This design comes from an exercise in tuning for small area on the open sky130 flow, not from production work. The RTL was checked by simulation tests, not by an equivalence proof against the original design. No activity file was given, so power comes from the tool's default toggle rates.

==> job 2542 <==
## decode_top
module decode_top (
    input  logic        clk,
    input  logic        arst_n,
    input  logic        fetch_valid,
    input  logic [31:0] fetch_instr,
    input  logic [31:0] fetch_pc,
    input  logic [31:0] fetch_pc_plus4,
    input  logic [4:0]  wb_rd,
    input  logic [31:0] wb_result,
    input  logic        wb_reg_write,
    output logic        dec_valid,
    output logic        dec_reg_write,
    output logic        dec_mem_write,
    output logic        dec_mem_read,
    output logic        dec_branch,
    output logic        dec_jump,
    output logic        dec_alu_src,
    output logic [3:0]  dec_alu_op,
    output logic [1:0]  dec_result_src,
    output logic        dec_csr_op,
    output logic [31:0] dec_pc,
    output logic [31:0] dec_pc_plus4,
    output logic [4:0]  dec_rs1,
    output logic [4:0]  dec_rs2,
    output logic [4:0]  dec_rd,
    output logic [31:0] dec_rd1,
    output logic [31:0] dec_rd2,
    output logic [31:0] dec_imm_ext,
    output logic [31:0] dec_csr_rdata,
    output logic [31:0] status,
    output logic [31:0] result_bytes
);
==> module rf_rdec, before the edit <==
module rf_rdec (
    input  logic [4:0]  a,
    input  logic        wb_en,
    input  logic [4:0]  wb_rd,
    output logic [31:1] sel,
    output logic        fwd
);
    always_comb begin
        fwd = wb_en && wb_rd == a && a != 5'd0;
        for (int i = 1; i < 32; i++) sel[i] = !fwd && a == 5'(i);
    end
endmodule
==> module rf_read_bit, before the edit <==
module rf_read_bit (
    input  logic [31:1] q,
    input  logic [31:1] sel,
    input  logic        w,
    input  logic        fwd,
    output logic        rd
);
    logic [10:0] n;
    for (genvar k = 0; k < 10; k++) begin : g_grp
        rf_aoi222 u_aoi (
            .a0 (q[3*k+1]), .b0 (sel[3*k+1]),
            .a1 (q[3*k+2]), .b1 (sel[3*k+2]),
            .a2 (q[3*k+3]), .b2 (sel[3*k+3]),
            .y  (n[k])
        );
    end
    assign n[10] = ~((q[31] & sel[31]) | (w & fwd));
    assign rd = ~(&n);
endmodule
export LEC_CHECK = 0
export CAP_MARGIN = 20
export CORE_MARGIN = 2
export CORE_UTILIZATION = 45
export CTS_BUF_LIST = sky130_fd_sc_hd__clkbuf_8
export CTS_CLUSTER_DIAMETER = 45
export CTS_CLUSTER_SIZE = 14
export GPL_TIMING_DRIVEN = 0
export SLEW_MARGIN = 20
export SYNTH_HIERARCHICAL = 1
create_clock -name core_clock -period 4.0 [get_ports {clk}]
standard.sh (not shown) runs the stock make flow with config.mk's settings and CLKGATE_MAP_FILE= SYNTH_SCRIPT=/design/flow/synth_recipe.tcl, a recipe that flattens the netlist after the stock synthesis.
==> flow/flow/run.sh <==
#!/bin/bash
# The standard layout, with the smallest buffer on the ports, and the buffers
# that synthesis inserted removed at floorplan (placement repairs drive again).
export BUFFER_PORTS_ARGS="-buffer_cell sky130_fd_sc_hd__buf_1"
export REMOVE_ABC_BUFFERS=1
bash standard.sh > standard.log 2>&1
==> job 9577: changes against job 2542 <==
--- a/flow/design.v
+++ b/flow/design.v
@@ -351,3 +351,3 @@
         fwd = wb_en && wb_rd == a && a != 5'd0;
-        for (int i = 1; i < 32; i++) sel[i] = !fwd && a == 5'(i);
+        for (int i = 1; i < 32; i++) sel[i] = (a == 5'(i));
     end
@@ -397,4 +397,4 @@
     end
-    assign n[10] = ~((q[31] & sel[31]) | (w & fwd));
-    assign rd = ~(&n);
+    assign n[10] = ~(q[31] & sel[31]);
+    assign rd = fwd ? w : ~(&n);
 endmodule
--- a/flow/config.mk
+++ b/flow/config.mk
@@ -10,6 +10,4 @@
 export CORE_UTILIZATION = 45
-export CTS_BUF_LIST = sky130_fd_sc_hd__clkbuf_8
-export CTS_CLUSTER_DIAMETER = 45
-export CTS_CLUSTER_SIZE = 14
 export GPL_TIMING_DRIVEN = 0
+export SETUP_SLACK_MARGIN = 0.1
 export SLEW_MARGIN = 20
==> flow_summary.toml <==
[outcome]
status = "complete, but fails checks"
violations = "setup timing"

[power_and_ir_drop]
swShare = 0.288

[timing]
setup_violations = 3
setup_ws_ns = -0.0555

[drt]
wl_met2_mm = 93.0

[final_layout]
nNonClkInverters = 14
[end of results for job 2542]
==> flow_summary.toml <==
[outcome]
status = "no timing/DRC/antenna violations"

[power_and_ir_drop]
swShare = 0.270

[timing]
setup_ws_ns = 0.139
setup_violations = 0
[end of results for job 9577]

==> job 9635: inputs <==
Starting RTL as in the previous note.
==> flow/config.mk <==
export PLATFORM = sky130hd
export DESIGN_NAME = decode_top
export DESIGN_NICKNAME = decode_top
export VERILOG_FILES = /design/flow/design.v
export SDC_FILE = /design/flow/constraint.sdc
export NUM_CORES = 4
export LEC_CHECK = 0
export CAP_MARGIN = 20
export CORE_MARGIN = 2
export CORE_UTILIZATION = 45
export CTS_BUF_LIST = sky130_fd_sc_hd__clkbuf_8
export CTS_CLUSTER_DIAMETER = 45
export CTS_CLUSTER_SIZE = 14
export GPL_TIMING_DRIVEN = 0
export SLEW_MARGIN = 20
export SYNTH_HIERARCHICAL = 1
==> flow/constraint.sdc <==
create_clock -name core_clock -period 4.0 [get_ports {clk}]
set_input_delay 0.8000 -clock core_clock [delete_from_list [all_inputs] [get_ports {clk}]]
set_output_delay 0.8000 -clock core_clock [all_outputs]
set_load 0.01 [all_outputs]
==> flow/flow/run.sh <==
#!/bin/bash
# The standard layout, with the smallest buffer on the ports.
export BUFFER_PORTS_ARGS="-buffer_cell sky130_fd_sc_hd__buf_1"
bash standard.sh > standard.log 2>&1
==> job 4535: changes against job 9635 <==
--- a/flow/design.v
+++ b/flow/design.v
@@ -345,15 +345,15 @@
     input  logic        wb_en,
     input  logic [4:0]  wb_rd,
     output logic [31:1] sel,
     output logic        fwd
 );
     always_comb begin
         fwd = wb_en && wb_rd == a && a != 5'd0;
-        for (int i = 1; i < 32; i++) sel[i] = !fwd && a == 5'(i);
+        for (int i = 1; i < 32; i++) sel[i] = (a == 5'(i));
     end
 endmodule
 module rf_core (
     input  logic        clk,
     input  logic [31:1] we,
     input  logic [31:1] hold,
     input  logic [31:0] wb_result,
@@ -391,16 +391,16 @@
         rf_aoi222 u_aoi (
             .a0 (q[3*k+1]), .b0 (sel[3*k+1]),
             .a1 (q[3*k+2]), .b1 (sel[3*k+2]),
             .a2 (q[3*k+3]), .b2 (sel[3*k+3]),
             .y  (n[k])
         );
     end
-    assign n[10] = ~((q[31] & sel[31]) | (w & fwd));
-    assign rd = ~(&n);
+    assign n[10] = ~(q[31] & sel[31]);
+    assign rd = fwd ? w : ~(&n);
 endmodule
 module rf_aoi222 (
     input  logic a0,
     input  logic b0,
     input  logic a1,
     input  logic b1,
     input  logic a2,
@@ -411,16 +411,15 @@
 endmodule
 `timescale 1ns/10ps
 module csr_file (
     input  logic        clk,
     input  logic        arst_n,
     input  logic [11:0] raddr,       
     output logic [31:0] rdata,       
-    input  logic        pend,        
-    input  logic [11:0] waddr,       
+    input  logic [2:0]  pend,        
     input  logic [31:0] wdata,       
     output logic [31:0] status,
     output logic [31:0] result_bytes
 );
 localparam int xlen       = 32;
 localparam int reg_addr_w = 5;
 localparam logic [6:0] op_lui    = 7'b0110111;
@@ -465,17 +464,17 @@
     logic [xlen-1:0] mstatus_q;
     logic [xlen-1:0] mscratch_q;
     logic [xlen-1:0] result_bytes_q;
     logic [xlen-1:0] cycle_q;
     logic [xlen-1:0] mstatus_e;
     logic [xlen-1:0] mscratch_e;
     logic [xlen-1:0] result_bytes_e;
-    assign mstatus_e      = (pend && waddr == csr_mstatus)      ? wdata : mstatus_q;
-    assign mscratch_e     = (pend && waddr == csr_mscratch)     ? wdata : mscratch_q;
-    assign result_bytes_e = (pend && waddr == csr_result_bytes) ? wdata : result_bytes_q;
+    assign mstatus_e      = pend[0] ? wdata : mstatus_q;
+    assign mscratch_e     = pend[1] ? wdata : mscratch_q;
+    assign result_bytes_e = pend[2] ? wdata : result_bytes_q;
     always_ff @(posedge clk or negedge arst_n) begin
         if (!arst_n) begin
             mstatus_q      <= '0;
             mscratch_q     <= '0;
             result_bytes_q <= '0;
             cycle_q        <= '0;
         end else begin
@@ -570,14 +569,15 @@
     logic [xlen-1:0] rd1;
     logic [xlen-1:0] rd2;
     logic [xlen-1:0] imm_ext;
     logic [xlen-1:0] csr_wdata;
     logic [xlen-1:0] csr_rdata;
     logic            issue;
     logic            csri_q;
+    logic [2:0]      pend_q;
     control_unit u_control_unit (
         .instr     (fetch_instr),
         .ctrl      (ctrl_d),
         .imm_src   (imm_src),
         .csr_write (csr_write),
         .csr_src   (csr_src)
     );
@@ -599,31 +599,35 @@
     assign issue = fetch_valid & ctrl_d[13];
     assign csr_wdata = csri_q ? {{(xlen - reg_addr_w){1'b0}}, dec_rs1} : dec_rd1;
     csr_file u_csr_file (
         .clk          (clk),
         .arst_n       (arst_n),
         .raddr        (imm_ext[11:0]),
         .rdata        (csr_rdata),
-        .pend         (dec_ctrl[0]),
-        .waddr        (dec_imm_ext[11:0]),
+        .pend         (pend_q),
         .wdata        (csr_wdata),
         .status       (status),
         .result_bytes (result_bytes)
     );
     always_comb begin
         ctrl_n = '0;
         if (issue) begin
             ctrl_n = ctrl_d;
         end
     end
     always_ff @(posedge clk or negedge arst_n) begin
         if (!arst_n) begin
             dec_ctrl <= '0;
+            pend_q   <= '0;
         end else begin
             dec_ctrl <= ctrl_n;
+            pend_q   <= {3{issue & csr_write}} &
+                        {fetch_instr[31:20] == csr_result_bytes,
+                         fetch_instr[31:20] == csr_mscratch,
+                         fetch_instr[31:20] == csr_mstatus};
         end
     end
     always_ff @(posedge clk) begin
         dec_pc        <= fetch_pc;
         dec_pc_plus4  <= fetch_pc_plus4;
         dec_rs1       <= fetch_instr[19:15];
         dec_rs2       <= fetch_instr[24:20];
==> flow/flow/run.sh (replaced) <==
#!/bin/bash
# The standard layout, with the smallest buffer on the ports, and the buffers
# that synthesis inserted removed at floorplan (placement repairs drive again).
export BUFFER_PORTS_ARGS="-buffer_cell sky130_fd_sc_hd__buf_1"
export REMOVE_ABC_BUFFERS=1
bash standard.sh > standard.log 2>&1
==> flow/config.mk (replaced) <==
export PLATFORM = sky130hd
export DESIGN_NAME = decode_top
export DESIGN_NICKNAME = decode_top
export VERILOG_FILES = /design/flow/design.v
export SDC_FILE = /design/flow/constraint.sdc
export NUM_CORES = 4
export LEC_CHECK = 0
export CAP_MARGIN = 20
export CORE_MARGIN = 2
export CORE_UTILIZATION = 45
export GPL_TIMING_DRIVEN = 0
export SETUP_SLACK_MARGIN = 0.1
export SLEW_MARGIN = 20
export SYNTH_HIERARCHICAL = 1
==> run notes <==
* Result of the run: complete, but fails checks
* Violated Checks: negative setup slack
- At the worst endpoint, the arrival time is 4.79 ns.
* Total clock buffers created by CTS: 155
- Global-route wire length before repair: 315.2 mm
* Setup-failing EPs final: 1
- After layout, the buffer instance count without clock buffers stands at 972.
- The worst register-to-register path has a depth of 7.
* Layout clock buffer count: 175
- The critical path ends at u_instr_decode.dec_rd1[0].
- Clock Network Area Fraction: 5.687%
* Multi-input gates: 2676
* Clk pin slew, worst setup/hold paths: 0.08 ns
- Met2 wire len: 97.36 mm
- Synth Cell Area: 0.05362 mm^2
- Relative max-transition margin: 36.89%
- Worst path setup slack after routing: -0.008398 ns
the above is filed under job 9635

==> run notes <==
- The run finished, with violations left.
- Violated Checks: negative setup slack
- Setup violations remaining at the end of the flow were counted as 1.
* Layout clock buffer count: 210
* Cell count of the worst reg-to-reg path: 4
* Relative max-transition margin: 23.86%
- Post-route core utilization: 54.21%
- TritonCTS built the clock tree.
* Critical path launch point: fetch_instr[17]
* Worst path setup slack after routing: -0.04567 ns
- Clk pin slew, worst setup/hold paths: 0.06 ns
* Overall Global Routing Usage: 36.67%
- In the final layout, clock buffers and inverters account for 7.804% of the cell area.
- In the layout the tool counted multi-input logic cells amounting to 2607.
* Synth Cell Area: 0.05350 mm^2
- The plain and repair buffers instantiated in the layout total 606.
- Global-route wire length before repair: 328.8 mm
* Cell internal pwr: 0.02570 W
* Destination of the critical timing path: u_instr_decode.dec_rd1[13]
the above is filed under job 4535

static timing again, ports no longer ideal:
How much do the figures lean on ideal ports? The routed layouts below were timed once more, with nothing changed but the port constraints.
Step 1 assumes that a clkbuf_16 drives the clock port and a buf_2 every other input.
Step 2 also shifts input and output timing later by t, the mid clock arrival at the registers, as if the neighbouring blocks saw the same clock.
Three values: no drivers, after step 1, after step 2; two values: the first two.
run	t (ns)	slack for setup (ns)	hold slack, ns	worst setup path after step 2	clock arrival spread, ns	pins driven straight from the clock port
job 2542	0.957	-0.056 / -0.051 / -1.007	0.071 / 0.023 / 0.494	input to register	0.061 / 0.061	1
job 9577	0.838	0.139 / 0.095 / -0.662	0.032 / -0.018 / 0.486	input to register	0.040 / 0.040	1
job 9635	0.989	-0.008 / -0.012 / -1.001	0.120 / 0.070 / 0.503	input to register	0.054 / 0.054	1
job 4535	0.839	-0.046 / -0.008 / -0.847	0.117 / 0.068 / 0.494	input to register	0.036 / 0.036	1
Met with ideal ports but missed after step 2: setup timing in job 9577. For job 9635, which loses most, drivers alone change the setup slack by -0.004 ns; drivers and shift together by -0.993 ns.
